This is an optimization exercise on Yosys and OpenROAD, whose aim is small area, a short achievable clock period and few clock cycles per item, not a production implementation. Function was checked by simulation only, so behaviour that the tests miss may differ from the original. No activity file was given, so power comes from the tool's default toggle rates.

==> design/flow/design.v <==
package datapathPkg;
    typedef logic [32-1:0] word_t;
    typedef logic [$clog2(16)-1:0] regIdx_t;
    typedef enum logic [4:0] {
        opAdd, opSub, opAnd, opOr, opShl, opShr, opMul,
        opAddi, opAndi, opOri,
        opIn, opOut, opMfhi, opMflo
    } opcode_e;
endpackage
module busMux
(
    input  datapathPkg::word_t [16-1:0] regValues,
    input  logic [16-1:0]               regValid,
    input  datapathPkg::regIdx_t sel,
    input  logic                 off,
    output datapathPkg::word_t   data
);
    always_comb
    begin
        data = '0;
        for (int i = 0; i < 16; i++)
        begin
            if (sel == 4'(i) && regValid[i] && !off)
                data = data | regValues[i];
        end
    end
endmodule
module instrDecode
(
    input  logic                 clock,
    input  logic                 rstN,
    input  logic                 instrValid,
    input  logic [31:0]          instr,
    output logic                 busy,
    output logic                 done,
    input  logic                 mulFreeNext,
    output datapathPkg::regIdx_t ra,
    output logic                 isImmIn,
    output logic                 isInIn,
    output logic                 isSub,
    output logic                 isShl,
    output logic [6:0]           resSel,
    output logic                 writesReg,
    output logic                 isOut,
    output logic                 isMul,
    output datapathPkg::regIdx_t selA,
    output datapathPkg::regIdx_t selB
);
    logic [4:0] opIn;
    logic       usesMulIn;
    assign opIn = instr[31:27];
    assign isInIn  = opIn[3] & opIn[1];
    assign isImmIn = (opIn[3] & !opIn[1]) | (opIn[2] & opIn[1] & opIn[0]);
    assign usesMulIn = (opIn == datapathPkg::opMul) || (opIn == datapathPkg::opMfhi) ||
                       (opIn == datapathPkg::opMflo);
    always_ff @(posedge clock)
    begin
        if (!rstN)
        begin
            busy <= 1'b0;
            done <= 1'b0;
        end
        else if (!busy)
        begin
            busy <= instrValid;
            done <= instrValid && (!usesMulIn || mulFreeNext);
        end
        else if (done)
        begin
            busy <= 1'b0;
            done <= 1'b0;
        end
        else
            done <= mulFreeNext;
    end
    always_ff @(posedge clock)
    begin
        if (!busy)
        begin
            ra        <= instr[26:23];
            isSub     <= (opIn == datapathPkg::opSub);
            isShl     <= (opIn == datapathPkg::opShl);
            resSel[0] <= (opIn == datapathPkg::opAdd) || (opIn == datapathPkg::opSub) ||
                         (opIn == datapathPkg::opAddi);
            resSel[1] <= (opIn == datapathPkg::opAnd) || (opIn == datapathPkg::opAndi);
            resSel[2] <= (opIn == datapathPkg::opOr)  || (opIn == datapathPkg::opOri);
            resSel[3] <= (opIn == datapathPkg::opShl) || (opIn == datapathPkg::opShr);
            resSel[4] <= (opIn == datapathPkg::opMfhi);
            resSel[5] <= (opIn == datapathPkg::opMflo);
            resSel[6] <= (opIn == datapathPkg::opIn);
            writesReg <= (opIn <= datapathPkg::opShr) ||
                         ((opIn >= datapathPkg::opAddi) && (opIn <= datapathPkg::opIn)) ||
                         (opIn == datapathPkg::opMfhi) || (opIn == datapathPkg::opMflo);
            isOut     <= (opIn == datapathPkg::opOut);
            isMul     <= (opIn == datapathPkg::opMul);
        end
    end
    assign selA = instr[22:19];
    assign selB = instr[30] ? instr[26:23] : instr[18:15];
endmodule
module aluExecute
(
    input  logic                 clock,
    input  logic                 rstN,
    input  datapathPkg::word_t   a,
    input  datapathPkg::word_t   b,
    input  logic                 isSub,
    input  logic                 isShl,
    input  logic [6:0]           resSel,
    input  logic                 mulStart,
    output logic                 mulFreeNext,
    output datapathPkg::word_t   result
);
    datapathPkg::word_t  opB;
    datapathPkg::word_t  sum;
    datapathPkg::word_t  shIn;
    datapathPkg::word_t  shOut;
    datapathPkg::word_t  shRes;
    datapathPkg::word_t  hi;
    datapathPkg::word_t  lo;
    datapathPkg::word_t  loQ;
    assign opB = b;
    assign sum = a + (opB ^ {32{isSub}}) + {{(32-1){1'b0}}, isSub};
    always_comb
    begin
        for (int i = 0; i < 32; i++)
            shIn[i] = isShl ? a[32-1-i] : a[i];
    end
    assign shOut = shIn >> opB[4:0];
    always_comb
    begin
        for (int i = 0; i < 32; i++)
            shRes[i] = isShl ? shOut[32-1-i] : shOut[i];
    end
    assign result = ({32{resSel[0]}} & sum) |
                    ({32{resSel[1]}} & (a & opB)) |
                    ({32{resSel[2]}} & (a | opB)) |
                    ({32{resSel[3]}} & shRes) |
                    ({32{resSel[4]}} & hi) |
                    ({32{resSel[5]}} & lo) |
                    ({32{resSel[6]}} & a);
    logic                 mulRun;
    logic [1:0]           mulCount;
    logic                 hiloValid;
    datapathPkg::word_t   mulA;
    logic [33:0]          hiS;
    logic [33:0]          hiC;
    logic                 hiCarry;
    logic [11:0]          boothQ;
    logic [7:0]           bTop;
    logic                 first;
    logic [11:0]          boothNext;
    localparam logic [31:0] ROW_OFFSETS_NEG = 32'h5555_5556;   
    assign mulFreeNext = !mulRun || (mulCount == 2'd3);
    always_ff @(posedge clock)
    begin
        if (!rstN)
        begin
            mulRun    <= 1'b0;
            hiloValid <= 1'b0;
        end
        else if (mulStart)
        begin
            mulRun    <= 1'b1;
            hiloValid <= 1'b1;
        end
        else if (mulCount == 2'd3)
            mulRun <= 1'b0;
    end
    always_ff @(posedge clock)
    begin
        if (!mulRun)
            mulCount <= 2'd0;
        else
            mulCount <= mulCount + 2'd1;
    end
    always_ff @(posedge clock)
        first <= mulStart;
    function automatic logic [11:0] boothEncode(input logic [8:0] bits);
        logic [11:0] code;
        for (int k = 0; k < 4; k++)
        begin
            code[3*k]   = bits[2*k] ^ bits[2*k+1];
            code[3*k+1] = (bits[2*k+2] & !bits[2*k+1] & !bits[2*k]) |
                          (!bits[2*k+2] & bits[2*k+1] & bits[2*k]);
            code[3*k+2] = bits[2*k+2] & !(bits[2*k+1] & bits[2*k]);
        end
        boothEncode = code;
    endfunction
    assign boothNext = mulStart ? boothEncode({b[7:0], 1'b0}) : boothEncode({loQ[15:8], loQ[7]});
    always_ff @(posedge clock)
    begin
        if (mulStart || mulRun)
            boothQ <= boothNext;
        if (mulStart)
            mulA <= a;
    end
    logic [41:0] rows [4];
    logic [41:0] sA, cA, sB, cB, sD, cD, sF, cF;
    logic [8:0]  lowSum;
    always_comb
    begin
        for (int k = 0; k < 4; k++)
        begin
            logic [33:0] mag;
            logic [33:0] p;
            mag = boothQ[3*k] ? {{2{mulA[31]}}, mulA} :
                  (boothQ[3*k+1] ? {mulA[31], mulA, 1'b0} : 34'd0);
            p   = boothQ[3*k+2] ? ~mag : mag;
            rows[k] = 42'({!p[33], p[32:0]}) << (2*k);
        end
        rows[1][0] = hiCarry & !first;
        rows[2][0] = boothQ[2];
        rows[2][2] = boothQ[5];
        rows[3][4] = boothQ[8];
    end
    assign sA = rows[0] ^ rows[1] ^ rows[2];
    assign cA = ((rows[0] & rows[1]) | (rows[0] & rows[2]) | (rows[1] & rows[2])) << 1;
    logic [41:0] accS;
    logic [41:0] accC;
    assign accS = 42'(hiS & {34{!first}});
    assign accC = 42'(hiC & {34{!first}});
    logic [41:0] nRow;
    logic [41:0] sE, cE;
    assign nRow = {35'd0, boothQ[11], 6'd0};
    assign sE = accS ^ accC ^ nRow;
    assign cE = ((accS & accC) | (accS & nRow) | (accC & nRow)) << 1;
    assign sB = rows[3] ^ sE ^ cE;
    assign cB = ((rows[3] & sE) | (rows[3] & cE) | (sE & cE)) << 1;
    assign sD = sA ^ cA ^ sB;
    assign cD = ((sA & cA) | (sA & sB) | (cA & sB)) << 1;
    assign sF = sD ^ cD ^ cB;
    assign cF = ((sD & cD) | (sD & cB) | (cD & cB)) << 1;
    assign lowSum = {1'b0, sF[7:0]} + {1'b0, cF[7:0]};
    always_ff @(posedge clock)
    begin
        if (mulRun)
        begin
            hiS     <= sF[41:8];
            hiC     <= cF[41:8];
            hiCarry <= lowSum[8];
        end
    end
    always_ff @(posedge clock)
    begin
        if (mulStart)
            bTop <= b[31:24];
        if (mulRun)
            loQ[31:24] <= lowSum[7:0];
        if (mulStart)
            loQ[23:0] <= b[23:0];
        else if (mulRun)
            loQ[23:0] <= {first ? bTop : loQ[31:24], loQ[23:8]};
    end
    logic [31:0] hS;
    logic [31:0] hC;
    assign hS = hiS[31:0] ^ hiC[31:0] ^ ROW_OFFSETS_NEG;
    assign hC = ((hiS[31:0] & hiC[31:0]) | (hiS[31:0] & ROW_OFFSETS_NEG) |
                 (hiC[31:0] & ROW_OFFSETS_NEG)) << 1;
    assign hi = (hS + hC + {31'd0, hiCarry}) & {32{hiloValid}};
    assign lo = loQ & {32{hiloValid}};
endmodule
module resultRegs
(
    input  logic                 clock,
    input  logic                 rstN,
    input  logic                 regWrite,
    input  datapathPkg::regIdx_t destReg,
    input  datapathPkg::word_t   result,
    input  logic                 outWrite,
    input  datapathPkg::word_t   outData,
    output datapathPkg::word_t [16-1:0] regValues,
    output logic [16-1:0]               regValid,
    output datapathPkg::word_t   outPort
);
    always_ff @(posedge clock)
    begin
        for (int i = 0; i < 16; i++)
        begin
            if (regWrite && destReg == 4'(i))
                regValues[i] <= result;
        end
    end
    always_ff @(posedge clock)
    begin
        for (int i = 0; i < 16; i++)
        begin
            if (!rstN)
                regValid[i] <= 1'b0;
            else if (regWrite && destReg == 4'(i))
                regValid[i] <= 1'b1;
        end
    end
    always_ff @(posedge clock)
    begin
        if (!rstN)
            outPort <= '0;
        else if (outWrite)
            outPort <= outData;
    end
endmodule
module datapathTop
(
    input  logic                clock,
    input  logic                rstN,
    input  logic                instrValid,
    input  logic [31:0]         instr,
    input  datapathPkg::word_t  inPort,
    output logic                done,
    output datapathPkg::word_t  outPort
);
    datapathPkg::word_t [16-1:0] regValues;
    logic [16-1:0] regValid;
    datapathPkg::word_t   portA;
    datapathPkg::word_t   portB;
    datapathPkg::word_t   aQ;
    datapathPkg::word_t   bQ;
    datapathPkg::word_t   result;
    datapathPkg::regIdx_t ra;
    datapathPkg::regIdx_t selA;
    datapathPkg::regIdx_t selB;
    logic                 isImmIn;
    logic                 isInIn;
    logic                 isSub;
    logic                 isShl;
    logic [6:0]           resSel;
    logic                 writesReg;
    logic                 isOut;
    logic                 isMul;
    logic                 busy;
    logic                 mulFreeNext;
    instrDecode instrDecode_i
    (
        .clock       (clock),
        .rstN        (rstN),
        .instrValid  (instrValid),
        .instr       (instr),
        .busy        (busy),
        .done        (done),
        .mulFreeNext (mulFreeNext),
        .ra          (ra),
        .isImmIn     (isImmIn),
        .isInIn      (isInIn),
        .isSub       (isSub),
        .isShl       (isShl),
        .resSel      (resSel),
        .writesReg   (writesReg),
        .isOut       (isOut),
        .isMul       (isMul),
        .selA        (selA),
        .selB        (selB)
    );
    busMux portA_i (.regValues (regValues), .regValid (regValid), .sel (selA), .off (isInIn), .data (portA));
    busMux portB_i (.regValues (regValues), .regValid (regValid), .sel (selB), .off (isImmIn), .data (portB));
    always_ff @(posedge clock)
    begin
        if (!busy)
        begin
            aQ <= portA | (inPort & {32{isInIn}});
            bQ <= portB | ({{(32 - 19){instr[19-1]}},
                            instr[19-1:0]} & {32{isImmIn}});
        end
    end
    aluExecute aluExecute_i
    (
        .clock       (clock),
        .rstN        (rstN),
        .a           (aQ),
        .b           (bQ),
        .isSub       (isSub),
        .isShl       (isShl),
        .resSel      (resSel),
        .mulStart    (done && isMul),
        .mulFreeNext (mulFreeNext),
        .result      (result)
    );
    resultRegs resultRegs_i
    (
        .clock     (clock),
        .rstN      (rstN),
        .regWrite  (done && writesReg),
        .destReg   (ra),
        .result    (result),
        .outWrite  (done && isOut),
        .outData   (bQ),
        .regValues (regValues),
        .regValid  (regValid),
        .outPort   (outPort)
    );
endmodule
==> design/flow/flow/run.sh <==
#!/bin/bash
set -euo pipefail
MARGIN=$(cat flow/margin.txt)
bash standard.sh SETUP_SLACK_MARGIN=$MARGIN finish > standard.log 2>&1
==> design/flow/flow/margin.txt <==
9.6
==> design/flow/standard.sh <==
#!/bin/bash
# synth_recipe.tcl (not shown) runs the flow's synth.tcl, then flattens the netlist and writes it again
# the make line also repeats each setting of config.mk as NAME=value (left out here)
make -C /OpenROAD-flow-scripts/flow DESIGN_CONFIG=/design/flow/config.mk WORK_HOME=/design/flow/orfs CLKGATE_MAP_FILE= SYNTH_SCRIPT=/design/flow/synth_recipe.tcl "${@:-finish}"
==> design/flow/config.mk <==
export PLATFORM = sky130hd
export DESIGN_NAME = datapathTop
export DESIGN_NICKNAME = datapathTop
export VERILOG_FILES = /design/flow/design.v
export SDC_FILE = /design/flow/constraint.sdc
export NUM_CORES = 4
export LEC_CHECK = 0
export CAP_MARGIN = 20
export CORE_MARGIN = 2
export CORE_UTILIZATION = 65
export CTS_CLUSTER_DIAMETER = 80
export CTS_CLUSTER_SIZE = 20
export PLACE_DENSITY = 0.75
export SLEW_MARGIN = 20
==> design/flow/constraint.sdc <==
create_clock -name core_clock -period 14.0 [get_ports {clock}]
set_input_delay 2.8000 -clock core_clock [delete_from_list [all_inputs] [get_ports {clock}]]
set_output_delay 2.8000 -clock core_clock [all_outputs]
set_load 0.01 [all_outputs]
==> results.py, run 1 <==
metrics = {
    "synth": {
        "synth_top_area_share_pct": 48.6,
        "count_of_distinct_cell_types_in_the_synthesized_netlist": 81,
        "ys.warnings.count": 6,
        "syn-num-nets": 4250,
        "synthTopCellsByArea": "edfxtp_1 (49%), a22oi_1 (6.7%), fa_1 (5.6%), ha_1 (4.2%), xnor2_1 (3.1%)",
        "post_synth_design_cell_area_um2": 45800,
        "synthCells": 3901,
        "synth.ff_latch_count": 796,
        "synth.most_common_cell": "edfxtp_1",
        "synth_enable_flop_cells": 741,
        "synth.largest_area_cell": "edfxtp_1",
        "syn-mean-instance-area_um2": 11.7,
        "synth.top_cells.by_count": "edfxtp_1 (741), a22oi_1 (411), nand2_1 (282)",
        "synth-main-ff-cell": "edfxtp_1",
        "seq_area_frac_synth_pct": 51.0,
        "ys_async_sr_fraction_pct": 0,
    },
    "timing": {
        "timing_max_transition_violations_final": 0,
        "final.min_clock_period_ps": 4360,
        "rsz0062_at_grt": "no",
        "finalHoldViolCount": 0,
        "setup_viol_count_final": 0,
        "worst_pin_slew_ps": 1160,
        "final.period_utilization_pct": 31.2,
        "remaining_max_slew_budget_at_the_tightest_pin_pct": 22.4,
        "maxClockFrequency_mhz": 229,
        "timing.setup.tns_ps": 0,
        "fin_worst_skew_ps": 69.3,
    },
    "power": {
        "p_sw_share_pct": 36.6,
        "power.clock.fraction_pct": 22.5,
        "power_switching_uw": 2660,
        "design_power_total_uw": 7270,
        "pwr-share-comb_pct": 35.4,
        "p_int_uw": 4600,
        "p_leak_uw": 0.0186,
        "vdd_ir_drop_max_uv": 213,
        "powerDensity_nw_per_um2": 144,
        "power.sequential.fraction_pct": 42.1,
    },
    "detailed_routing": {
        "antenna_violating_nets_left": 0,
        "vias": 37300,
        "drt-pass1-iter-count": 12,
        "via_count_normalized_by_instance_count": 7.66,
        "drt-total-wl_um": 169000,
        "drt_iter0_markers": 8473,
        "drt-wirelength-per-cell_um": 34.6,
        "drt_drc_violations_left": 0,
    },
    "clocking": {
        "cts.path.max_buffers": 3,
        "clk_transition_reported_paths_ps": 80,
        "clock_tree.htree_level_count": 2,
        "number_of_clock_buffers_inserted_by_tritoncts": 52,
        "cts_sinks": 796,
        "tritoncts": "built",
        "clkLatencyLatePin_ps": 700,
        "hold_buf_cts": 0,
        "cts.root.buffer_cell": "clkbuf_16",
    },
    "global_route": {
        "pin_count_of_the_biggest_net_entering_global_routing": 71,
        "grt_overflow": 0,
        "wire_length_of_the_first_global_routing_pass_um": 243000,
        "first_global_vias": 36600,
        "gr-usage-all-layers_pct": 45.5,
        "antenna_found_initial": 8,
    },
    "worst_hold_path": {
        "min_to": "aluExecute_i.mulCount[0]$_SDFF_PN0_",
        "timing.hold.worst.class": "flip-flop to flip-flop",
        "min_path_cells": 1,
        "min-delay-start": "aluExecute_i.mulCount[0]$_SDFF_PN0_",
    },
    "job": {
        "maxCapViolCount": 0,
    },
    "critical_path": {
        "reg2reg_slack_ps": 9650,
        "rr_worst_depth": 16,
        "endpoint_kind": "flip-flop",
        "worst_r2r_endpoint": "aluExecute_i.loQ[31]$_DFFE_PP_",
        "crit_path_cell_trace": "clkdlybuf4s50_1 -> and2_4 -> and3_1 -> buf_6 -> a22o_1 -> a221oi_1 -> and3_1 -> nand3_1",
        "worst_path_largest_cell_delay_ps": 500,
        "crit_path_frequent_cell": "and3_1",
        "critical_path.reg2reg.startpoint": "aluExecute_i.boothQ[3]$_DFFE_PP_",
        "cp_data_required_time_ps": 14420,
        "arrival_ps": 4780,
        "critPathKind": "input port to flip-flop",
        "slowest_stage": "clkdlybuf4s50_1",
        "critical_path_peak_fanout": 32,
        "start_kind": "input port",
    },
    "floorplanning": {
        "die_x_um": 269,
        "ioPinCount": 100,
        "fp-row-count": 97,
        "dieArea_um2": 72600,
        "coreArea_um2": 69900,
        "chip_height_um": 269,
        "initial_utilization_pct": 65.5,
    },
    "layout": {
        "multiInputGateArea_um2": 20800,
        "final_layout_size_suffix_gt1_share_pct": 10.4,
        "finish.net_count": 4236,
        "post-route-cell-area_um2": 50500,
        "area_growth_syn_to_layout_pct": 10.4,
        "filler_cell_count": 4716,
        "sequential_cell_area_um2": 23400,
    },
    "placement": {
        "port-buffer-count": 99,
        "dp.final_hpwl_um": 103000,
        "place.gp.congestion": 1.03,
        "area_after_detailed_placement_um2": 47800,
    },
    "run_status": {
        "outcome": "timing/DRC/antenna clean",
    },
}
==> flip-flops by register name, summed over array words and instances, names as in the netlist, 2 cells and up <==
register and count:
resultRegs_i.regValues 512, aQ 32, aluExecute_i.hiC 32, aluExecute_i.hiS 32, aluExecute_i.loQ 32, aluExecute_i.mulA 32, bQ 32, resultRegs_i.outPort 32
resultRegs_i.regValid 16, aluExecute_i.boothQ 12, aluExecute_i.bTop 8, instrDecode_i.resSel 7, instrDecode_i.ra 4, aluExecute_i.mulCount 2
==> per-stage QoR <==
| step | utilization (%) | cells | hold WS, ps | setup slack [ps] |
|---|---|---|---|---|
| CTS | 71.5 | 4844 | 433 | 9550 |
| finish | 72.3 | 4874 | 430 | 9640 |
| global placement | 68.4 | 4737 | 408 | 7880 |
| global route | 72.3 | 4870 | 457 | 9510 |
| floorplan | - | 3901 | 398 | 9450 |
| detailed placement | 68.4 | 4737 | 416 | 7740 |
==> cell usage in the layout, fill, tap and decap left out, drive strengths merged, types with 13 or more instances in the layout <==
cell,n
a21oi,121
dfxtp,55
a21boi,32
o211ai,20
nand2b,23
edfxtp,741
o21ai,108
mux2i,44
inv,278
a222oi,89
nand3,83
o21a,27
a22oi,411
buf,129
nor2b,47
nor3,33
mux4,27
clkdlybuf4s50,77
a21o,46
nand2,284
a22o,56
fa,128
o221ai,13
xnor2,164
clkbuf,93
and3,69
mux2,45
nand4,39
a221oi,104
nor2,152
and2,14
ha,154
xor2,58
==> cells by family (layout without fill, tap and decap cells) <==
logic type                 count (synthesis)  after routing  share of synthesized area, %
AOI/OAI and AO/OA                       1128           1128                          18.4
xor gates and xnor gates                 222            222                          4.25
adders and majority gates                282            282                          9.80
buffers and inverters                    576            603                          4.96
DFF                                      796            796                          51.0
muxes                                    116            116                          3.49
other                                      0              4                             0
and+or+nand+nor                          781            783                          8.08
==> worst max path at each step <==
stage	startpoint	endpoint	slack (ps)	depth (start not counted)
after floorplan	instr[30]	bQ[19]$_DFFE_PN_	9450	10
after global placement	instr[30]	aQ[12]$_DFFE_PN_	7880	9
after detailed placement	instr[30]	bQ[21]$_DFFE_PN_	7740	10
after CTS	instr[25]	bQ[21]$_DFFE_PN_	9550	9
after global routing	aluExecute_i.boothQ[3]$_DFFE_PP_	aluExecute_i.loQ[31]$_DFFE_PP_	9510	16
final	instr[20]	aQ[4]$_DFFE_PN_	9640	8
==> cell type report <==
class	instances	share of cell area (%)
diodes	4	0.0198
clock buffers	81	2.92
clock inverters	16	0.463
inverters	275	2.06
multi-input cells	2531	41.2
flip-flops and latches	796	46.2
well taps	940	2.33
repair buffers	231	4.80
==> layer usage <==
| layer | part of all wire [%] | vias to the layer above | track usage [%] |
|---|---|---|---|
| li1 | - | 14900 | - |
| met1 | 32 | 17600 | 55.9 |
| met2 | 44 | 3837 | 69.6 |
| met3 | 15 | 1049 | 13.9 |
| met4 | 9.2 | 6 | 30.3 |
| met5 | 0.040 | - | 0 |
==> power groups by stage <==
stage,clock (µW),combinational (µW),sequential [µW]
after CTS,1620,2380,3050
after global placement,0,2230,3100
after floorplan,0,1470,3030
after detailed placement,0,2330,3100
final,1630,2580,3060
after global routing,1710,2780,3060
==> worst max-delay path: cells and delay by family <==
family | cells | cell delay, ps
AND/OR/NAND/NOR | 4 | 660
buffers and inverters | 2 | 750
AO/OA/AOI/OAI | 2 | 540
==> repair_timing <==
| item | CTS | global route |
|---|---|---|
| setup buffers | 6 | 19 |
| pin swaps | 11 | 11 |
| gates resized for setup | 107 | 74 |
| endpoints found under the setup margin | 103 | 202 |
| cloned | 4 | 5 |
Testbench counts, summed over its fixed seeds: cycles 49,441, instrs 24,000.
==> run 2, diff against run 1 <==
--- a/design/flow/design.v
+++ b/design/flow/design.v
@@ -120,7 +120,14 @@
     datapathPkg::word_t  lo;
     datapathPkg::word_t  loQ;
     assign opB = b;
-    assign sum = a + (opB ^ {32{isSub}}) + {{(32-1){1'b0}}, isSub};
+    ksAdd #(.W(32)) sumAdd_i
+    (
+        .a  (a),
+        .b  (opB ^ {32{isSub}}),
+        .ci (isSub),
+        .s  (sum),
+        .co ()
+    );
     always_comb
     begin
         for (int i = 0; i < 32; i++)
@@ -231,7 +238,14 @@
     assign cD = ((sA & cA) | (sA & sB) | (cA & sB)) << 1;
     assign sF = sD ^ cD ^ cB;
     assign cF = ((sD & cD) | (sD & cB) | (cD & cB)) << 1;
-    assign lowSum = {1'b0, sF[7:0]} + {1'b0, cF[7:0]};
+    ksAdd #(.W(8)) lowAdd_i
+    (
+        .a  (sF[7:0]),
+        .b  (cF[7:0]),
+        .ci (1'b0),
+        .s  (lowSum[7:0]),
+        .co (lowSum[8])
+    );
     always_ff @(posedge clock)
     begin
         if (mulRun)
@@ -257,9 +271,60 @@
     assign hS = hiS[31:0] ^ hiC[31:0] ^ ROW_OFFSETS_NEG;
     assign hC = ((hiS[31:0] & hiC[31:0]) | (hiS[31:0] & ROW_OFFSETS_NEG) |
                  (hiC[31:0] & ROW_OFFSETS_NEG)) << 1;
-    assign hi = (hS + hC + {31'd0, hiCarry}) & {32{hiloValid}};
+    datapathPkg::word_t hiSum;
+    ksAdd #(.W(32)) hiAdd_i
+    (
+        .a  (hS),
+        .b  (hC),
+        .ci (hiCarry),
+        .s  (hiSum),
+        .co ()
+    );
+    assign hi = hiSum & {32{hiloValid}};
     assign lo = loQ & {32{hiloValid}};
 endmodule
+module ksAdd
+#(
+    parameter int W = 32
+)
+(
+    input  logic [W-1:0] a,
+    input  logic [W-1:0] b,
+    input  logic         ci,
+    output logic [W-1:0] s,
+    output logic         co
+);
+    logic [W-1:0] g;
+    logic [W-1:0] p;
+    logic [W-1:0] gAll;
+    always_comb
+    begin
+        logic [W-1:0] gl;
+        logic [W-1:0] pl;
+        logic [W-1:0] gn;
+        logic [W-1:0] pn;
+        gl    = a & b;
+        pl    = a ^ b;
+        gl[0] = gl[0] | (pl[0] & ci);
+        for (int d = 1; d < W; d = d * 2)
+        begin
+            gn = gl;
+            pn = pl;
+            for (int i = d; i < W; i++)
+            begin
+                gn[i] = gl[i] | (pl[i] & gl[i-d]);
+                pn[i] = pl[i] & pl[i-d];
+            end
+            gl = gn;
+            pl = pn;
+        end
+        gAll = gl;
+    end
+    assign g  = a & b;
+    assign p  = a ^ b;
+    assign s  = p ^ {gAll[W-2:0], ci};
+    assign co = gAll[W-1];
+endmodule
 module resultRegs
 (
     input  logic                 clock,
==> run 2 against run 1 <==
Clock-buffer cell count decreased by 15. Power shrank 1.2%. Largest power group unchanged. Synthesized cell count rose by 0.74%. Still clean.
==> results.py, run 2 <==
metrics = {
    "run_status": {
        "outcome": "timing/DRC/antenna clean",
    },
    "synth": {
        "synthXorXnorAreaFrac_pct": 4.10,
        "synth.most_common_cell": "edfxtp_1",
        "synthCells": 3930,
        "syn-num-nets": 4281,
        "synth-main-ff-cell": "edfxtp_1",
        "post_synth_design_cell_area_um2": 46100,
        "synth.area.mux_share_pct": 3.57,
        "synth_simple_gate_area_share_pct": 8.57,
        "count_of_distinct_cell_types_in_the_synthesized_netlist": 84,
        "area_share_of_fa_ha_maj_cells_after_synthesis_pct": 9.79,
        "synthTopCellsByArea": "edfxtp_1 (48%), fa_1 (5.6%), a22oi_1 (5.3%), ha_1 (4.2%), xnor2_1 (3.0%)",
        "synth_top_area_share_pct": 48.2,
        "ys_async_sr_fraction_pct": 0,
        "syn-mean-instance-area_um2": 11.7,
        "synth.largest_area_cell": "edfxtp_1",
        "largest_family_of_logic_cells_by_synthesized_area": "compound AO/OA/AOI/OAI gates",
        "ys.warnings.count": 8,
        "synth.top_cells.by_count": "edfxtp_1 (741), nand2_1 (337), a22oi_1 (327)",
        "synth_enable_flop_cells": 741,
        "seq_area_frac_synth_pct": 50.6,
        "synth-compound-area-share_pct": 18.2,
        "synth.ff_latch_count": 796,
    },
    "worst_hold_path": {
        "timing.hold.worst.class": "flip-flop to flip-flop",
    },
    "placement": {
        "dp.final_hpwl_um": 105000,
        "place.gp.congestion": 1.08,
        "port-buffer-count": 99,
        "area_after_detailed_placement_um2": 48100,
    },
    "global_route": {
        "grt_overflow": 0,
        "first_global_vias": 37000,
        "gr-usage-all-layers_pct": 47.5,
        "antenna_found_initial": 8,
        "wire_length_of_the_first_global_routing_pass_um": 252000,
        "pin_count_of_the_biggest_net_entering_global_routing": 64,
    },
    "timing": {
        "timing.setup.tns_ps": 0,
        "worst_pin_slew_ps": 1080,
        "hold_slack_ps": 446,
        "rsz0062_at_grt": "no",
        "fin_worst_skew_ps": 59.3,
        "setup_viol_count_final": 0,
        "remaining_max_slew_budget_at_the_tightest_pin_pct": 28.0,
        "final.period_utilization_pct": 31.7,
        "timing_max_transition_violations_final": 0,
        "maxClockFrequency_mhz": 225,
        "finalHoldViolCount": 0,
        "final.min_clock_period_ps": 4440,
    },
    "critical_path": {
        "cp_data_required_time_ps": 14520,
        "critical_path_peak_fanout": 32,
        "start_kind": "input port",
        "arrival_ps": 4960,
        "endpoint_kind": "flip-flop",
        "critPathKind": "input port to flip-flop",
    },
    "clocking": {
        "tritoncts": "built",
        "clock_tree.htree_level_count": 2,
        "cts.path.max_buffers": 3,
        "clk_transition_reported_paths_ps": 80,
        "cts.root.buffer_cell": "clkbuf_16",
        "number_of_clock_buffers_inserted_by_tritoncts": 50,
        "clkLatencyLatePin_ps": 680,
        "cts_sinks": 796,
    },
    "detailed_routing": {
        "drt-total-wl_um": 176000,
        "antenna_violating_nets_left": 0,
        "drt_drc_violations_left": 0,
        "drt-wirelength-per-cell_um": 36.2,
        "via_count_normalized_by_instance_count": 7.82,
        "vias": 38000,
        "drt-pass1-iter-count": 14,
        "drt_iter0_markers": 8162,
    },
    "layout": {
        "layout_common_cells": "edfxtp_1 (741), nand2_1 (335), a22oi_1 (316), inv_1 (265)",
        "layout.cells.most_common": "edfxtp_1",
        "final_layout_size_suffix_gt1_share_pct": 10.8,
        "post-route-cell-area_um2": 50500,
        "area_growth_syn_to_layout_pct": 9.42,
        "finish.net_count": 4237,
        "top_register": "resultRegs_i.regValues",
        "filler_cell_count": 4790,
        "largest_register_ffs": 512,
    },
    "power": {
        "p_leak_uw": 0.0186,
        "powerDensity_nw_per_um2": 142,
        "vdd_ir_drop_max_uv": 144,
    },
    "floorplanning": {
        "coreArea_um2": 70100,
        "chip_height_um": 270,
        "fp-row-count": 97,
        "die_x_um": 270,
        "initial_utilization_pct": 65.8,
        "dieArea_um2": 73100,
        "ioPinCount": 100,
    },
    "job": {
        "maxCapViolCount": 0,
    },
}
[run 2: cell types whose count changed in the layout (fill, tap and decap cells not counted), moves of 17 or more]
cell / before / now
a21oi_1: 117 / 89
a221o_1: 3 / 20
a221oi_2: 22 / 39
a22o_1: 56 / 90
a22oi_1: 404 / 316
mux2_2: 42 / 17
nand2_1: 278 / 335
[run 2: cell type report]
class	instances	area, µm²	area share [%]
clock buffers	66	1320	2.62
well taps	940	1180	2.33
diodes	6	15.0	0.0297
inverters	273	1030	2.04
flip-flops and latches	796	23400	46.3
repair buffers	213	2090	4.14
clock inverters	15	189	0.374
multi-input cells	2552	21300	42.2
[run 2: path summary, 6_finish.rpt]
| path | slack, ps | cells past startpoint | startpoint | to |
|---|---|---|---|---|
| setup / recovery | 9560 | 9 | instr[20] | aQ[10]$_DFFE_PN_ |
| hold reg to reg | 450 | 1 | aluExecute_i.mulCount[0]$_SDFF_PN0_ | aluExecute_i.mulCount[0]$_SDFF_PN0_ |
| setup reg to reg | 9580 | 12 | bQ[0]$_DFFE_PN_ | resultRegs_i.regValues[320]$_DFFE_PP_ |
| hold / removal | 450 | 1 | aluExecute_i.mulCount[0]$_SDFF_PN0_ | aluExecute_i.mulCount[0]$_SDFF_PN0_ |
[run 2: worst max-delay path, stage by stage]
cell	delay (ps)
dlygate4sd2_1	410
nand2_1	110
nor2_2	360
and3_2	260
buf_6	420
a22o_1	210
a221oi_1	50
and3_1	200
nand3_1	100
[run 2: per-layer routing]
metal | routed length [µm] | part of all wire, % | global-route usage, %
met5 | 13 | 0.0074 | 0.592
met4 | 16700 | 9.5 | 33.0
met3 | 28000 | 16 | 14.9
met2 | 76200 | 43 | 71.8
met1 | 54800 | 31 | 58.3
[run 2: cell families after synthesis]
logic type,after synthesis
xor gates and xnor gates,216
buffers and inverters,591
adders and majority gates,284
DFF,796
AOI/OAI and AO/OA,1090
muxes,111
and+or+nand+nor,842
[run 2: power by group]
part | internal, µW | total, µW | switching [µW]
clock | 684 | 1530 | 848
combinational | 911 | 2580 | 1670
sequential | 2930 | 3070 | 136
[run 2: per-stage QoR]
step	util, %	power [µW]	worst slack (ps)	std cells
after floorplan	-	4530	9300	3930
after global placement	68.6	5380	7530	4743
after detailed placement	68.6	5480	7470	4743
after CTS	71.5	7030	9540	4842
after global routing	71.9	7430	9570	4856
final	71.9	7180	9560	4861
[run 2: repair_timing]
action,4_1_cts,5_1_grt
gates cloned,9,2
setup endpoints to repair,338,287
pin swaps,13,7
endpoints found under the hold margin,0,0
gates resized for setup,156,51
hold buffers,0,0
buffers inserted,9,10
Testbench counts of run 2, summed over its fixed seeds: cycles 49,441, instrs 24,000.
==> run 3, diff against run 2 <==
--- a/design/flow/design.v
+++ b/design/flow/design.v
@@ -48,9 +48,11 @@
 );
     logic [4:0] opIn;
     logic       usesMulIn;
+    datapathPkg::regIdx_t selAQ;
+    datapathPkg::regIdx_t selBQ;
     assign opIn = instr[31:27];
-    assign isInIn  = opIn[3] & opIn[1];
-    assign isImmIn = (opIn[3] & !opIn[1]) | (opIn[2] & opIn[1] & opIn[0]);
+    assign isInIn  = !busy & opIn[3] & opIn[1];
+    assign isImmIn = !busy & ((opIn[3] & !opIn[1]) | (opIn[2] & opIn[1] & opIn[0]));
     assign usesMulIn = (opIn == datapathPkg::opMul) || (opIn == datapathPkg::opMfhi) ||
                        (opIn == datapathPkg::opMflo);
     always_ff @(posedge clock)
@@ -95,8 +97,16 @@
             isMul     <= (opIn == datapathPkg::opMul);
         end
     end
-    assign selA = instr[22:19];
-    assign selB = instr[30] ? instr[26:23] : instr[18:15];
+    always_ff @(posedge clock)
+    begin
+        if (!busy)
+        begin
+            selAQ <= instr[22:19];
+            selBQ <= instr[30] ? instr[26:23] : instr[18:15];
+        end
+    end
+    assign selA = busy ? selAQ : instr[22:19];
+    assign selB = busy ? selBQ : (instr[30] ? instr[26:23] : instr[18:15]);
 endmodule
 module aluExecute
 (
@@ -419,12 +429,9 @@
     busMux portB_i (.regValues (regValues), .regValid (regValid), .sel (selB), .off (isImmIn), .data (portB));
     always_ff @(posedge clock)
     begin
-        if (!busy)
-        begin
-            aQ <= portA | (inPort & {32{isInIn}});
-            bQ <= portB | ({{(32 - 19){instr[19-1]}},
-                            instr[19-1:0]} & {32{isImmIn}});
-        end
+        aQ <= portA | (inPort & {32{isInIn}});
+        bQ <= portB | ({{(32 - 19){instr[19-1]}},
+                        instr[19-1:0]} & {32{isImmIn}});
     end
     aluExecute aluExecute_i
     (
==> run 3 against run 2 <==
Still clean on timing, DRC and antenna. Die area decreased by 1.7%. Core utilization increased by 0.17 points. Flip-flop and latch count increased by 8. Clock-buffer cell count increased by 14. Fmax increased by 1.1%. Power decreased by 6.9%. Clock skew decreased by 4.4 ps. First-iteration DRC count increased by 6.0%. Final area decreased by 1.6%. Critical endpoint is now aluExecute_i.loQ[31]$_DFFE_PP_. Largest power group unchanged.
==> results.py, run 3 <==
metrics = {
    "run_status": {
        "outcome": "timing/DRC/antenna clean",
    },
    "power": {
        "powerDensity_nw_per_um2": 135,
        "pwr-share-comb_pct": 31.4,
        "vdd_ir_drop_max_uv": 151,
        "power.sequential.fraction_pct": 44.2,
        "power.clock.fraction_pct": 24.4,
        "p_int_uw": 4360,
        "power_switching_uw": 2320,
        "p_sw_share_pct": 34.7,
        "p_leak_uw": 0.0185,
    },
    "floorplanning": {
        "die_x_um": 268,
        "coreArea_um2": 68800,
        "ioPinCount": 100,
        "chip_height_um": 268,
        "fp-row-count": 96,
        "dieArea_um2": 71900,
        "initial_utilization_pct": 65.9,
    },
    "synth": {
        "synth.top_cells.by_count": "edfxtp_1 (677), a22oi_1 (338), nand2_1 (279)",
        "syn-mean-instance-area_um2": 11.7,
        "post_synth_design_cell_area_um2": 45300,
        "synth-main-ff-cell": "edfxtp_1",
        "synth.largest_area_cell": "edfxtp_1",
        "seq_area_frac_synth_pct": 50.5,
        "syn-num-nets": 4213,
        "synth_enable_flop_cells": 677,
        "synth.most_common_cell": "edfxtp_1",
        "synth.area.mux_share_pct": 3.62,
        "count_of_distinct_cell_types_in_the_synthesized_netlist": 84,
        "ys_async_sr_fraction_pct": 0,
        "synth_top_area_share_pct": 44.8,
        "ys.warnings.count": 8,
        "area_share_of_fa_ha_maj_cells_after_synthesis_pct": 9.96,
        "synthXorXnorAreaFrac_pct": 4.17,
        "synth.ff_latch_count": 804,
        "synth-compound-area-share_pct": 18.3,
        "synthTopCellsByArea": "edfxtp_1 (45%), fa_1 (5.7%), dfxtp_1 (5.6%), a22oi_1 (5.6%), ha_1 (4.3%)",
        "synth_simple_gate_area_share_pct": 8.50,
        "largest_family_of_logic_cells_by_synthesized_area": "compound AO/OA/AOI/OAI gates",
        "synthCells": 3862,
    },
    "critical_path": {
        "arrival_ps": 4800,
        "endpoint_kind": "flip-flop",
        "cp_data_required_time_ps": 14410,
        "start_kind": "flip-flop",
        "critPathKind": "flip-flop to flip-flop",
        "critical_path_peak_fanout": 38,
    },
    "layout": {
        "filler_cell_count": 4686,
        "final_layout_size_suffix_gt1_share_pct": 9.18,
        "area_growth_syn_to_layout_pct": 9.51,
        "top_register": "resultRegs_i.regValues",
        "layout_common_cells": "edfxtp_1 (677), a22oi_1 (330), nand2_1 (278), inv_1 (260), xnor2_1 (158)",
        "layout.cells.non_filler": 4802,
        "final_core_util_pct": 72.1,
        "finish.net_count": 4174,
        "largest_register_ffs": 512,
        "layout.cells.most_common": "edfxtp_1",
    },
    "detailed_routing": {
        "antenna_violating_nets_left": 0,
        "drt_drc_violations_left": 0,
        "drt-wirelength-per-cell_um": 35.5,
        "drt-pass1-iter-count": 13,
        "wl_met2_um": 73200,
        "via_count_normalized_by_instance_count": 7.69,
        "route.top_layer_used": "met5",
        "routed-wl-met3_um": 27200,
        "vias": 36900,
        "drt-total-wl_um": 171000,
        "wl_met1_um": 55900,
        "drt_iter0_markers": 8651,
    },
    "timing": {
        "timing_max_transition_violations_final": 0,
        "final.period_utilization_pct": 31.4,
        "finalHoldViolCount": 0,
        "setup_viol_count_final": 0,
        "rsz0062_at_grt": "yes",
        "remaining_max_slew_budget_at_the_tightest_pin_pct": 27.2,
        "worst_pin_slew_ps": 1080,
        "maxClockFrequency_mhz": 228,
        "final.min_clock_period_ps": 4390,
        "hold_slack_ps": 437,
        "timing.setup.tns_ps": 0,
        "fin_worst_skew_ps": 54.9,
    },
    "global_route": {
        "gr-usage-all-layers_pct": 46.8,
        "pin_count_of_the_biggest_net_entering_global_routing": 74,
        "wire_length_of_the_first_global_routing_pass_um": 242000,
        "antenna_found_initial": 5,
        "grt_overflow": 0,
        "first_global_vias": 36300,
    },
    "clocking": {
        "clk_transition_reported_paths_ps": 80,
        "clkLatencyLatePin_ps": 690,
        "cts.root.buffer_cell": "clkbuf_16",
        "tritoncts": "built",
        "number_of_clock_buffers_inserted_by_tritoncts": 52,
        "cts.path.max_buffers": 3,
        "clock_tree.htree_level_count": 2,
        "cts_sinks": 804,
        "hold_buf_cts": 0,
    },
    "placement": {
        "port-buffer-count": 99,
        "numPlacedInstances": 4683,
        "place.gp.congestion": 1.02,
        "dp.final_hpwl_um": 104000,
    },
    "worst_hold_path": {
        "timing.hold.worst.class": "flip-flop to flip-flop",
    },
    "job": {
        "maxCapViolCount": 0,
    },
}
==> run 3: power groups by stage <==
stage	clock network, µW	logic, µW	registers, µW
4_1_cts	1610	2030	2950
5_1_grt	1700	2270	2960
3_5_place_dp	0	1990	3000
6_report	1630	2100	2960
2_1_floorplan	0	1270	2950
3_3_place_gp	0	1920	3000
==> run 3: layout make-up <==
type                    count  area, µm²  area share, %
clock buffers              80       1410           2.83
diodes                      4       10.0         0.0202
inverters                 265        998           2.01
repair buffers            219       2280           4.59
well taps                 931       1160           2.35
flip-flops and latches    804      22900           46.1
clock inverters            18        270          0.544
multi-input cells        2481      20600           41.5
==> run 3: worst max-delay path: stages, from the launching register on <==
cell      delay, ps
edfxtp_1        380
buf_4           280
nor2b_2         400
buf_4           380
a22oi_1         140
xnor2_1         230
fa_1            470
fa_1            520
fa_1            440
ha_1            380
a21oi_1         100
xnor2_1         380
==> run 3: logic make-up (layout without fill, tap and decap cells) <==
group / after synthesis / in the layout
buffers and inverters: 577 / 582
adders and majority gates: 284 / 284
muxes: 115 / 115
xor gates and xnor gates: 216 / 216
AOI/OAI and AO/OA: 1072 / 1072
DFF: 804 / 804
and+or+nand+nor: 794 / 794
other: 0 / 4
==> run 3: through the flow <==
step,total power (µW),instance area (µm²),setup WS [ps]
finish,6680,49600,9610
CTS,6590,49200,9600
detailed placement,4990,47200,7840
global route,6920,49600,9560
floorplan,4220,45700,9420
global placement,4920,47200,7970
==> run 3: what timing repair did <==
action | 4_1_cts | 5_1_grt
buffers inserted | 2 | 7
resized for setup | 102 | 80
pin swaps | 11 | 17
cloned | 2 | 6
endpoints found under the setup margin | 204 | 211
==> run 3: per-layer routing <==
| layer | vias up | GRT usage (%) |
|---|---|---|
| met5 | - | 0 |
| met3 | 926 | 14.1 |
| met2 | 3753 | 69.7 |
| li1 | 14700 | - |
| met4 | 4 | 31.6 |
| met1 | 17600 | 59.2 |
==> run 3: final timing paths <==
kind                                            start                             endpoint  slack (ps)  cells after the start
setup / recovery     aluExecute_i.boothQ[3]$_DFFE_PP_       aluExecute_i.loQ[31]$_DFFE_PP_        9610                     11
hold / removal    aluExecute_i.mulCount[0]$_SDFF_PN0_  aluExecute_i.mulCount[0]$_SDFF_PN0_         440                      1
setup reg to reg     aluExecute_i.boothQ[3]$_DFFE_PP_       aluExecute_i.loQ[31]$_DFFE_PP_        9610                     11
hold reg to reg   aluExecute_i.mulCount[0]$_SDFF_PN0_  aluExecute_i.mulCount[0]$_SDFF_PN0_         440                      1
Testbench counts of run 3, summed over its fixed seeds: cycles 49,441, instrs 24,000.
==> run 4, diff against run 3 <==
==> design/flow/flow/margin.txt (replaced) <==
9.8
==> run 4 against run 3 <==
Die area did not move. Area after synthesis unchanged. Setup slack better by 110 ps. Largest power group unchanged.
==> results.py, run 4 <==
metrics = {
    "worst_hold_path": {
        "timing.hold.worst.class": "flip-flop to flip-flop",
        "min_path_cells": 1,
        "min_to": "aluExecute_i.mulCount[0]$_SDFF_PN0_",
        "min-delay-start": "aluExecute_i.mulCount[0]$_SDFF_PN0_",
    },
    "synth": {
        "synthCells": 3862,
        "synth.ff_latch_count": 804,
        "synthTopCellsByArea": "edfxtp_1 (45%), fa_1 (5.7%), dfxtp_1 (5.6%), a22oi_1 (5.6%), ha_1 (4.3%)",
        "seq_area_frac_synth_pct": 50.5,
        "post_synth_design_cell_area_um2": 45300,
        "synth.largest_area_cell": "edfxtp_1",
        "ys_async_sr_fraction_pct": 0,
        "syn-num-nets": 4213,
        "synth-main-ff-cell": "edfxtp_1",
        "synth_enable_flop_cells": 677,
        "synth.top_cells.by_count": "edfxtp_1 (677), a22oi_1 (338), nand2_1 (279)",
        "synth.most_common_cell": "edfxtp_1",
        "ys.warnings.count": 8,
        "synth_top_area_share_pct": 44.8,
        "syn-mean-instance-area_um2": 11.7,
        "count_of_distinct_cell_types_in_the_synthesized_netlist": 84,
    },
    "clocking": {
        "cts.root.buffer_cell": "clkbuf_16",
        "clock_tree.htree_level_count": 2,
        "cts_sinks": 804,
        "cts.path.max_buffers": 3,
        "tritoncts": "built",
        "clkLatencyLatePin_ps": 690,
        "hold_buf_cts": 0,
        "number_of_clock_buffers_inserted_by_tritoncts": 50,
        "clk_transition_reported_paths_ps": 90,
    },
    "power": {
        "p_leak_uw": 0.0187,
        "pwr-share-comb_pct": 32.0,
        "power_switching_uw": 2330,
        "vdd_ir_drop_max_uv": 166,
        "power.sequential.fraction_pct": 44.0,
        "p_sw_share_pct": 34.7,
        "p_int_uw": 4380,
        "power.clock.fraction_pct": 23.9,
        "powerDensity_nw_per_um2": 133,
    },
    "placement": {
        "dp.final_hpwl_um": 106000,
        "numPlacedInstances": 4685,
        "place.gp.congestion": 1.04,
        "port-buffer-count": 99,
        "area_after_detailed_placement_um2": 47300,
    },
    "timing": {
        "worst_pin_slew_ps": 1090,
        "timing_max_transition_violations_final": 0,
        "hold_slack_ps": 433,
        "fin_worst_skew_ps": 45.9,
        "final.period_utilization_pct": 30.5,
        "finalHoldViolCount": 0,
        "timing.setup.tns_ps": 0,
        "remaining_max_slew_budget_at_the_tightest_pin_pct": 27.2,
        "setup_viol_count_final": 0,
        "final.min_clock_period_ps": 4280,
        "maxClockFrequency_mhz": 234,
        "rsz0062_at_grt": "yes",
    },
    "critical_path": {
        "arrival_ps": 4590,
        "worst_r2r_endpoint": "aluExecute_i.loQ[31]$_DFFE_PP_",
        "endpoint_kind": "flip-flop",
        "reg2reg_slack_ps": 9850,
        "cp_data_required_time_ps": 14320,
        "start_kind": "input port",
        "critical_path_peak_fanout": 6,
        "critical_path.reg2reg.startpoint": "aluExecute_i.boothQ[11]$_DFFE_PP_",
        "critPathKind": "input port to flip-flop",
        "rr_worst_depth": 10,
    },
    "floorplanning": {
        "coreArea_um2": 68800,
        "chip_height_um": 268,
        "ioPinCount": 100,
        "dieArea_um2": 71900,
        "fp-row-count": 96,
        "initial_utilization_pct": 65.9,
        "die_x_um": 268,
    },
    "detailed_routing": {
        "via_count_normalized_by_instance_count": 7.83,
        "drt-wirelength-per-cell_um": 36.5,
        "antenna_violating_nets_left": 0,
        "drt_drc_violations_left": 0,
        "drt-pass1-iter-count": 12,
        "drt_iter0_markers": 8518,
        "vias": 37700,
        "drt-total-wl_um": 176000,
    },
    "global_route": {
        "pin_count_of_the_biggest_net_entering_global_routing": 80,
        "gr-usage-all-layers_pct": 48.2,
        "antenna_found_initial": 5,
        "grt_overflow": 0,
        "first_global_vias": 36400,
        "wire_length_of_the_first_global_routing_pass_um": 248000,
    },
    "layout": {
        "final_layout_size_suffix_gt1_share_pct": 10.9,
        "multiInputGateArea_um2": 20900,
        "layout.cells.most_common": "edfxtp_1",
        "top_register": "resultRegs_i.regValues",
        "layout_common_cells": "edfxtp_1 (677), a22oi_1 (321), nand2_1 (277), inv_1 (259), xnor2_1 (158)",
        "largest_register_ffs": 512,
        "sequential_cell_area_um2": 22900,
        "area_growth_syn_to_layout_pct": 11.1,
        "filler_cell_count": 4610,
        "post-route-cell-area_um2": 50300,
        "finish.net_count": 4189,
        "layout.cells.non_filler": 4816,
    },
    "run_status": {
        "outcome": "timing/DRC/antenna clean",
    },
    "job": {
        "maxCapViolCount": 0,
    },
}
==> run 4: cell counts after synthesis <==
No cell type changed its count.
==> run 4: what timing repair did <==
item,4_1_cts,5_1_grt
pin swaps,16,40
setup buffers,7,10
setup endpoints to repair,293,277
resized for setup,220,119
gates cloned,9,6
==> run 4: logic make-up (layout without fill, tap and decap cells) <==
kind of cell,count (synthesis),count (layout),share of synthesized area [%]
other,0,5,0
buffers and inverters,577,595,4.97
XOR/XNOR,216,216,4.17
AND/OR/NAND/NOR,794,794,8.50
multiplexers,115,115,3.62
AO/OA/AOI/OAI,1072,1072,18.3
flip-flops,804,804,50.5
adder cells (fa/ha/maj),284,284,9.96
==> run 4: final cells by class <==
| type | count | area share, % |
|---|---|---|
| flip-flops and latches | 804 | 45.5 |
| multi-input cells | 2481 | 41.6 |
| repair buffers | 236 | 5.41 |
| clock buffers | 81 | 2.80 |
| well taps | 931 | 2.31 |
| inverters | 265 | 1.98 |
| clock inverters | 13 | 0.420 |
| diodes | 5 | 0.0249 |
==> run 4: metrics by stage <==
step	power [µW]	util (%)	setup slack (ps)
finish	6710	73.1	9720
global route	6930	73.1	9730
CTS	6590	72.2	9790
detailed placement	4980	68.7	8030
global placement	4910	68.7	8160
floorplan	4220	-	9420
==> run 4: how the worst max path moves through the flow <==
stage	slack [ps]	from	endpoint
finish	9720	instr[31]	instrDecode_i.isMul$_DFFE_PN_
global route	9730	instr[30]	bQ[31]$_DFF_P_
global placement	8160	instr[30]	aQ[27]$_DFF_P_
floorplan	9420	instr[27]	bQ[21]$_DFF_P_
detailed placement	8030	instr[30]	aQ[22]$_DFF_P_
CTS	9790	instr[28]	aQ[22]$_DFF_P_
==> run 4: layer usage <==
metal | global-route usage [%] | up-vias | part of all wire (%)
met2 | 71.7 | 3941 | 42
met4 | 35.8 | 6 | 9.8
met3 | 16.0 | 1119 | 16
met5 | 0.676 | - | 0.077
li1 | - | 14700 | -
met1 | 58.6 | 17900 | 32
==> run 4: worst max-delay path, stage by stage <==
cell and delay [ps]:
clkdlybuf4s50_1 590, nand2b_1 310, nor4b_1 890
==> run 4: power by group through the flow <==
| stage | Combinational, µW | Sequential, µW | Clock (µW) |
|---|---|---|---|
| floorplan | 1270 | 2950 | 0 |
| global placement | 1910 | 3000 | 0 |
| detailed placement | 1980 | 3000 | 0 |
| CTS | 2060 | 2940 | 1590 |
| global route | 2310 | 2960 | 1670 |
| finish | 2150 | 2950 | 1600 |
==> run 5, diff against run 4 <==
==> design/flow/flow/margin.txt (replaced) <==
10.1
==> run 5 against run 4 <==
Still clean on timing, DRC and antenna. Routed wire length is 14% higher. Critical path depth is 9 higher. Register-to-register slack better by 50 ps. Critical endpoint is now bQ[11]$_DFF_P_. First-iteration DRC count is 24% higher. Hold slack worse by 3.1 ps. Core utilization is 4.3 points higher. Largest power group unchanged.
==> results.py, run 5 <==
metrics = {
    "power": {
        "pwr-share-comb_pct": 32.7,
        "power_switching_uw": 2390,
        "powerDensity_nw_per_um2": 128,
        "power.sequential.fraction_pct": 43.3,
        "p_leak_uw": 0.0199,
        "power.clock.fraction_pct": 24.0,
        "p_int_uw": 4450,
        "design_power_total_uw": 6840,
        "p_sw_share_pct": 34.9,
        "vdd_ir_drop_max_uv": 149,
    },
    "synth": {
        "synth_enable_flop_cells": 677,
        "syn-num-nets": 4213,
        "count_of_distinct_cell_types_in_the_synthesized_netlist": 84,
        "synth_top_area_share_pct": 44.8,
        "synthCells": 3862,
        "ys.warnings.count": 8,
        "synth.ff_latch_count": 804,
        "synth-main-ff-cell": "edfxtp_1",
        "seq_area_frac_synth_pct": 50.5,
        "syn-mean-instance-area_um2": 11.7,
        "synthTopCellsByArea": "edfxtp_1 (45%), fa_1 (5.7%), dfxtp_1 (5.6%), a22oi_1 (5.6%), ha_1 (4.3%)",
        "post_synth_design_cell_area_um2": 45300,
        "synth.top_cells.by_count": "edfxtp_1 (677), a22oi_1 (338), nand2_1 (279)",
        "synth.most_common_cell": "edfxtp_1",
        "ys_async_sr_fraction_pct": 0,
        "synth.largest_area_cell": "edfxtp_1",
    },
    "timing": {
        "timing.setup.tns_ps": 0,
        "timing.final.ws_setup_ps": 9610,
        "rsz0062_at_grt": "yes",
        "maxClockFrequency_mhz": 228,
        "remaining_max_slew_budget_at_the_tightest_pin_pct": 29.4,
        "fin_worst_skew_ps": 59.1,
        "worst_pin_slew_ps": 1060,
        "final.period_utilization_pct": 31.3,
        "timing_max_transition_violations_final": 0,
        "finalHoldViolCount": 0,
        "final.min_clock_period_ps": 4390,
        "setup_viol_count_final": 0,
    },
    "detailed_routing": {
        "drt_iter0_markers": 10600,
        "vias": 40600,
        "via_count_normalized_by_instance_count": 8.19,
        "drt-total-wl_um": 200000,
        "antenna_violating_nets_left": 0,
        "drt-pass1-iter-count": 23,
        "drt_drc_violations_left": 0,
        "drt-wirelength-per-cell_um": 40.4,
    },
    "critical_path": {
        "cp_data_required_time_ps": 14550,
        "critical_path_peak_fanout": 7,
        "endpoint_kind": "flip-flop",
        "critPathKind": "input port to flip-flop",
        "worst_setup_path_endpoint": "bQ[11]$_DFF_P_",
        "arrival_ps": 4940,
        "rr_worst_depth": 13,
        "reg2reg_slack_ps": 9900,
        "start_kind": "input port",
        "worst_r2r_endpoint": "resultRegs_i.regValues[221]$_DFFE_PP_",
        "critical_path.reg2reg.startpoint": "aluExecute_i.hiS[1]$_DFFE_PP_",
        "crit_start": "instr[30]",
    },
    "layout": {
        "finish.net_count": 4331,
        "layout.cells.most_common": "edfxtp_1",
        "layout_common_cells": "edfxtp_1 (677), a22oi_1 (293), nand2_1 (275), inv_1 (255), a222oi_1 (157)",
        "final_layout_size_suffix_gt1_share_pct": 18.7,
        "area_growth_syn_to_layout_pct": 17.5,
        "largest_register_ffs": 512,
        "top_register": "resultRegs_i.regValues",
    },
    "placement": {
        "place.gp.congestion": 1.03,
        "port-buffer-count": 99,
        "dp.final_hpwl_um": 107000,
        "pre_cts_slack_ps": 8110,
    },
    "clocking": {
        "cts.root.buffer_cell": "clkbuf_16",
        "clock_tree.htree_level_count": 2,
        "cts_sinks": 804,
        "tritoncts": "built",
        "clk_transition_reported_paths_ps": 90,
        "number_of_clock_buffers_inserted_by_tritoncts": 51,
        "cts.path.max_buffers": 3,
        "clkLatencyLatePin_ps": 720,
        "hold_buf_cts": 0,
    },
    "global_route": {
        "antenna_found_initial": 12,
        "first_global_vias": 38400,
        "gr-usage-all-layers_pct": 53.0,
        "grt_overflow": 0,
        "pin_count_of_the_biggest_net_entering_global_routing": 76,
        "wire_length_of_the_first_global_routing_pass_um": 269000,
    },
    "floorplanning": {
        "fp-row-count": 96,
        "initial_utilization_pct": 65.9,
        "die_x_um": 268,
        "chip_height_um": 268,
        "ioPinCount": 100,
        "coreArea_um2": 68800,
        "dieArea_um2": 71900,
    },
    "job": {
        "maxCapViolCount": 0,
    },
    "worst_hold_path": {
        "min_path_cells": 1,
        "min-delay-start": "aluExecute_i.mulCount[0]$_SDFF_PN0_",
        "timing.hold.worst.class": "flip-flop to flip-flop",
    },
    "run_status": {
        "outcome": "timing/DRC/antenna clean",
    },
}
==> run 5: cell counts after synthesis <==
No cell type changed its count.
==> run 5: worst min-delay path by stage <==
| stage | end | slack (ps) |
|---|---|---|
| 6_report | aluExecute_i.mulCount[0]$_SDFF_PN0_ | 430 |
| 5_1_grt | aluExecute_i.mulCount[0]$_SDFF_PN0_ | 460 |
| 4_1_cts | aluExecute_i.mulCount[0]$_SDFF_PN0_ | 430 |
| 3_5_place_dp | aluExecute_i.mulCount[0]$_SDFF_PN0_ | 410 |
| 3_3_place_gp | aluExecute_i.mulCount[0]$_SDFF_PN0_ | 410 |
| 2_1_floorplan | aluExecute_i.mulCount[0]$_SDFF_PN0_ | 400 |
==> run 5: metrics by stage <==
stage,instances,area (µm²),hold slack [ps],utilization (%)
finish,4960,53300,429,77.4
global route,4954,53300,463,77.4
CTS,4867,51400,433,74.7
detailed placement,4684,47300,414,68.7
global placement,4683,47300,407,68.7
floorplan,3862,45800,398,-
==> run 5: final cells by class <==
class	count	area (µm²)
diodes	7	17.5
clock buffers	80	1420
clock inverters	15	201
fillers	4029	15500
inverters	265	1000
multi-input cells	2484	21700
flip-flops and latches	804	22900
well taps	931	1160
repair buffers	374	4780
==> run 5: power groups by stage <==
stage | Sequential (µW) | Combinational, µW | Clock [µW]
global placement | 3000 | 1850 | 0
detailed placement | 3000 | 1910 | 0
global route | 2960 | 2390 | 1680
CTS | 2940 | 2020 | 1580
finish | 2960 | 2240 | 1640
floorplan | 2950 | 1270 | 0
==> run 5: cell families (layout without fill, tap and decap cells) <==
kind of cell	count (synthesis)	after routing	synth area share, %
simple gates	794	794	8.50
fa+ha+maj	284	284	9.96
other cells	0	7	0
mux	115	115	3.62
compound gates	1072	1075	18.3
xor+xnor	216	216	4.17
buf+inv	577	734	4.97
flops	804	804	50.5
==> run 5: critical path: stages <==
cell and delay [ps]:
buf_12 130, mux2i_4 180, o21ai_2 210, nand2b_4 210
nor2_2 70, and3_4 250, buf_12 180, clkbuf_16 190
buf_12 150, a22oi_2 190, and3_1 210, nand3_1 140
==> run 5: metal layers <==
metal / up-vias / GRT usage, % / wire length, µm
met2: 4852 / 74.7 / 79800
met3: 1726 / 25.0 / 37100
met4: 18 / 43.2 / 23600
li1: 15100 / - / -
met1: 19000 / 61.8 / 59500
met5: - / 0.135 / 327
==> run 5: timing repair <==
action,CTS,global route
setup endpoints to repair,519,521
resized for setup,570,182
endpoints found under the hold margin,0,0
cloned,31,16
pin swaps,122,139
buffers inserted,57,69
==> run 6, diff against run 5 <==
==> design/flow/flow/margin.txt (replaced) <==
9.95
==> run 6 against run 5 <==
Clock skew rose by 26 ps. Register-to-register slack barely moved. Largest cell class unchanged. Largest power group unchanged. Setup slack improved by 88 ps.
==> results.py, run 6 <==
metrics = {
    "timing": {
        "remaining_max_slew_budget_at_the_tightest_pin_pct": 14.3,
        "rsz0062_at_grt": "yes",
        "timing.setup.tns_ps": 0,
        "final.min_clock_period_ps": 4300,
        "timing.final.ws_setup_ps": 9700,
        "maxClockFrequency_mhz": 233,
        "fin_worst_skew_ps": 85.5,
        "timing_max_transition_violations_final": 0,
        "worst_pin_slew_ps": 1270,
        "finalHoldViolCount": 0,
        "setup_viol_count_final": 0,
        "final.period_utilization_pct": 30.7,
    },
    "floorplanning": {
        "fp-row-count": 96,
        "die_x_um": 268,
        "chip_height_um": 268,
        "coreArea_um2": 68800,
        "dieArea_um2": 71900,
        "ioPinCount": 100,
        "initial_utilization_pct": 65.9,
    },
    "global_route": {
        "wire_length_of_the_first_global_routing_pass_um": 250000,
        "gr-usage-all-layers_pct": 48.7,
        "pin_count_of_the_biggest_net_entering_global_routing": 85,
        "first_global_vias": 36500,
        "grt_overflow": 0,
        "antenna_found_initial": 13,
    },
    "critical_path": {
        "cp_data_required_time_ps": 14560,
        "rr_worst_depth": 9,
        "critical_path_peak_fanout": 8,
        "reg2reg_slack_ps": 9890,
        "start_kind": "input port",
        "worst_r2r_endpoint": "resultRegs_i.regValues[182]$_DFFE_PP_",
        "critical_path.reg2reg.startpoint": "instrDecode_i.isShl$_DFFE_PN_",
        "endpoint_kind": "flip-flop",
        "critPathKind": "input port to flip-flop",
        "arrival_ps": 4860,
    },
    "detailed_routing": {
        "vias": 38200,
        "antenna_violating_nets_left": 0,
        "drt-total-wl_um": 180000,
        "via_count_normalized_by_instance_count": 7.85,
        "drt-wirelength-per-cell_um": 37.0,
        "drt-pass1-iter-count": 17,
        "drt_iter0_markers": 8403,
        "drt_drc_violations_left": 0,
    },
    "layout": {
        "layout_common_cells": "edfxtp_1 (677), a22oi_1 (305), nand2_1 (277), inv_1 (258), xnor2_1 (159)",
        "final_core_util_pct": 74.5,
        "filler_cell_count": 4372,
        "largest_register_ffs": 512,
        "top_register": "resultRegs_i.regValues",
        "post-route-cell-area_um2": 51300,
        "final_layout_size_suffix_gt1_share_pct": 14.3,
        "finish.net_count": 4238,
        "layout.cells.most_common": "edfxtp_1",
        "area_growth_syn_to_layout_pct": 13.1,
    },
    "synth": {
        "syn-num-nets": 4213,
        "synth-main-ff-cell": "edfxtp_1",
        "count_of_distinct_cell_types_in_the_synthesized_netlist": 84,
        "ys.warnings.count": 8,
        "synthCells": 3862,
        "seq_area_frac_synth_pct": 50.5,
        "post_synth_design_cell_area_um2": 45300,
        "synth_enable_flop_cells": 677,
        "synth_top_area_share_pct": 44.8,
        "synth.top_cells.by_count": "edfxtp_1 (677), a22oi_1 (338), nand2_1 (279)",
        "ys_async_sr_fraction_pct": 0,
        "synth.ff_latch_count": 804,
        "syn-mean-instance-area_um2": 11.7,
        "synth.largest_area_cell": "edfxtp_1",
        "synth.most_common_cell": "edfxtp_1",
        "synthTopCellsByArea": "edfxtp_1 (45%), fa_1 (5.7%), dfxtp_1 (5.6%), a22oi_1 (5.6%), ha_1 (4.3%)",
    },
    "worst_hold_path": {
        "min_to": "aluExecute_i.mulCount[0]$_SDFF_PN0_",
        "timing.hold.worst.class": "flip-flop to flip-flop",
        "min_path_cells": 1,
        "min-delay-start": "aluExecute_i.mulCount[0]$_SDFF_PN0_",
    },
    "power": {
        "p_leak_uw": 0.0190,
        "vdd_ir_drop_max_uv": 124,
        "design_power_total_uw": 6650,
        "powerDensity_nw_per_um2": 130,
    },
    "placement": {
        "dp.final_hpwl_um": 105000,
        "area_after_detailed_placement_um2": 47300,
        "port-buffer-count": 99,
        "place.gp.congestion": 1.06,
        "pre_cts_slack_ps": 8010,
    },
    "clocking": {
        "clkLatencyLatePin_ps": 710,
        "cts_sinks": 804,
        "clock_tree.htree_level_count": 2,
        "cts.root.buffer_cell": "clkbuf_16",
        "tritoncts": "built",
        "cts.path.max_buffers": 3,
        "hold_buf_cts": 0,
        "clk_transition_reported_paths_ps": 90,
        "number_of_clock_buffers_inserted_by_tritoncts": 50,
    },
    "job": {
        "maxCapViolCount": 0,
    },
    "run_status": {
        "outcome": "timing/DRC/antenna clean",
    },
}
==> run 6: cell counts after synthesis <==
No cell type changed its count.
==> run 6: routing by layer <==
metal	GRT usage [%]	up-vias	routed length, µm
li1	-	14900	-
met1	58.7	18000	56400
met2	71.3	4126	75600
met3	19.1	1223	30400
met4	35.0	12	18000
met5	0	-	128
==> run 6: final cells by class <==
cell class	instances	area [µm²]	share of cell area (%)
diodes	13	32.5	0.0634
clock buffers	80	1420	2.76
clock inverters	14	215	0.420
inverters	265	996	1.94
multi-input cells	2483	21200	41.3
flip-flops and latches	804	22900	44.7
well taps	931	1160	2.27
repair buffers	283	3340	6.52
==> run 6: power breakdown <==
| group | switching (µW) | internal [µW] |
|---|---|---|
| clock | 871 | 739 |
| combinational | 1300 | 780 |
| sequential | 100 | 2850 |
==> run 6: kinds of logic (layout without fill, tap and decap cells) <==
kind of cell | count (synthesis) | after routing | share of synthesized area [%]
AO/OA/AOI/OAI | 1072 | 1074 | 18.3
flip-flops | 804 | 804 | 50.5
AND/OR/NAND/NOR | 794 | 794 | 8.50
buffers and inverters | 577 | 642 | 4.97
adder cells (fa/ha/maj) | 284 | 284 | 9.96
XOR/XNOR | 216 | 216 | 4.17
multiplexers | 115 | 115 | 3.62
other | 0 | 13 | 0
==> run 6: metrics by stage <==
step / instances / hold WS, ps
3_3_place_gp: 4685 / 407
4_1_cts: 4837 / 466
2_1_floorplan: 3862 / 398
3_5_place_dp: 4685 / 452
5_1_grt: 4864 / 469
6_report: 4873 / 460
==> run 6: how the worst max path moves through the flow <==
stage,from,to,slack (ps),depth (start not counted)
after floorplan,instr[27],bQ[21]$_DFF_P_,9420,11
after global placement,instr[30],bQ[31]$_DFF_P_,8060,10
after detailed placement,instr[30],aQ[29]$_DFF_P_,8010,9
after CTS,instr[30],bQ[31]$_DFF_P_,9840,9
after global routing,instr[30],bQ[27]$_DFF_P_,9690,10
final,instr[20],aQ[16]$_DFF_P_,9700,8
==> run 6: critical path, stage by stage <==
cell	delay (ps)
dlygate4sd2_1	300
mux2i_2	280
nor2_1	140
and3_4	260
bufbuf_16	320
a222oi_1	350
and4_1	300
nand3_1	100
==> run 6: what timing repair did <==
action                                 CTS  global route
pin swaps                               39            59
buffers inserted                        39            15
endpoints found under the hold margin    0             0
setup endpoints to repair              399           313
gates cloned                            19             8
gates resized for setup                381           118

afterwards: timing with drivers on the ports:
Ports are ideal in the flow. The routed layouts listed here were re-timed in OpenROAD.
Step 1 sets driving cells, clkbuf_16 on the clock port and buf_2 on the other inputs (assumed; they add their load-dependent delay and slew).
Step 2 also shifts input and output timing later by t, the mid clock arrival at the registers, as if the neighbouring blocks saw the same clock.
a / b / c = ideal ports / drivers / drivers and shift; a / b = the first two.
run | shift t [ns] | setup slack, ns | hold WS [ns] | latest minus earliest clock arrival (ns) | worst slew at a driven data input, ns
run 1 | 0.736 | 9.636 / 9.572 / 8.931 | 0.430 / 0.430 / 0.430 | 0.070 / 0.071 | 0.08
run 2 | 0.724 | 9.563 / 9.554 / 8.871 | 0.446 / 0.446 / 0.446 | 0.060 / 0.059 | 0.05
run 3 | 0.734 | 9.610 / 9.547 / 8.901 | 0.437 / 0.437 / 0.437 | 0.061 / 0.061 | 0.09
run 4 | 0.733 | 9.723 / 9.722 / 8.989 | 0.433 / 0.433 / 0.433 | 0.046 / 0.046 | 0.14
run 5 | 0.762 | 9.611 / 9.527 / 8.765 | 0.429 / 0.429 / 0.429 | 0.060 / 0.061 | 0.19
run 6 | 0.730 | 9.700 / 9.665 / 8.936 | 0.460 / 0.460 / 0.460 | 0.086 / 0.085 | 0.14
After both steps every run listed still meets setup and hold. For run 5, which loses most, drivers alone change the setup slack by -0.084 ns; drivers and shift together by -0.846 ns.
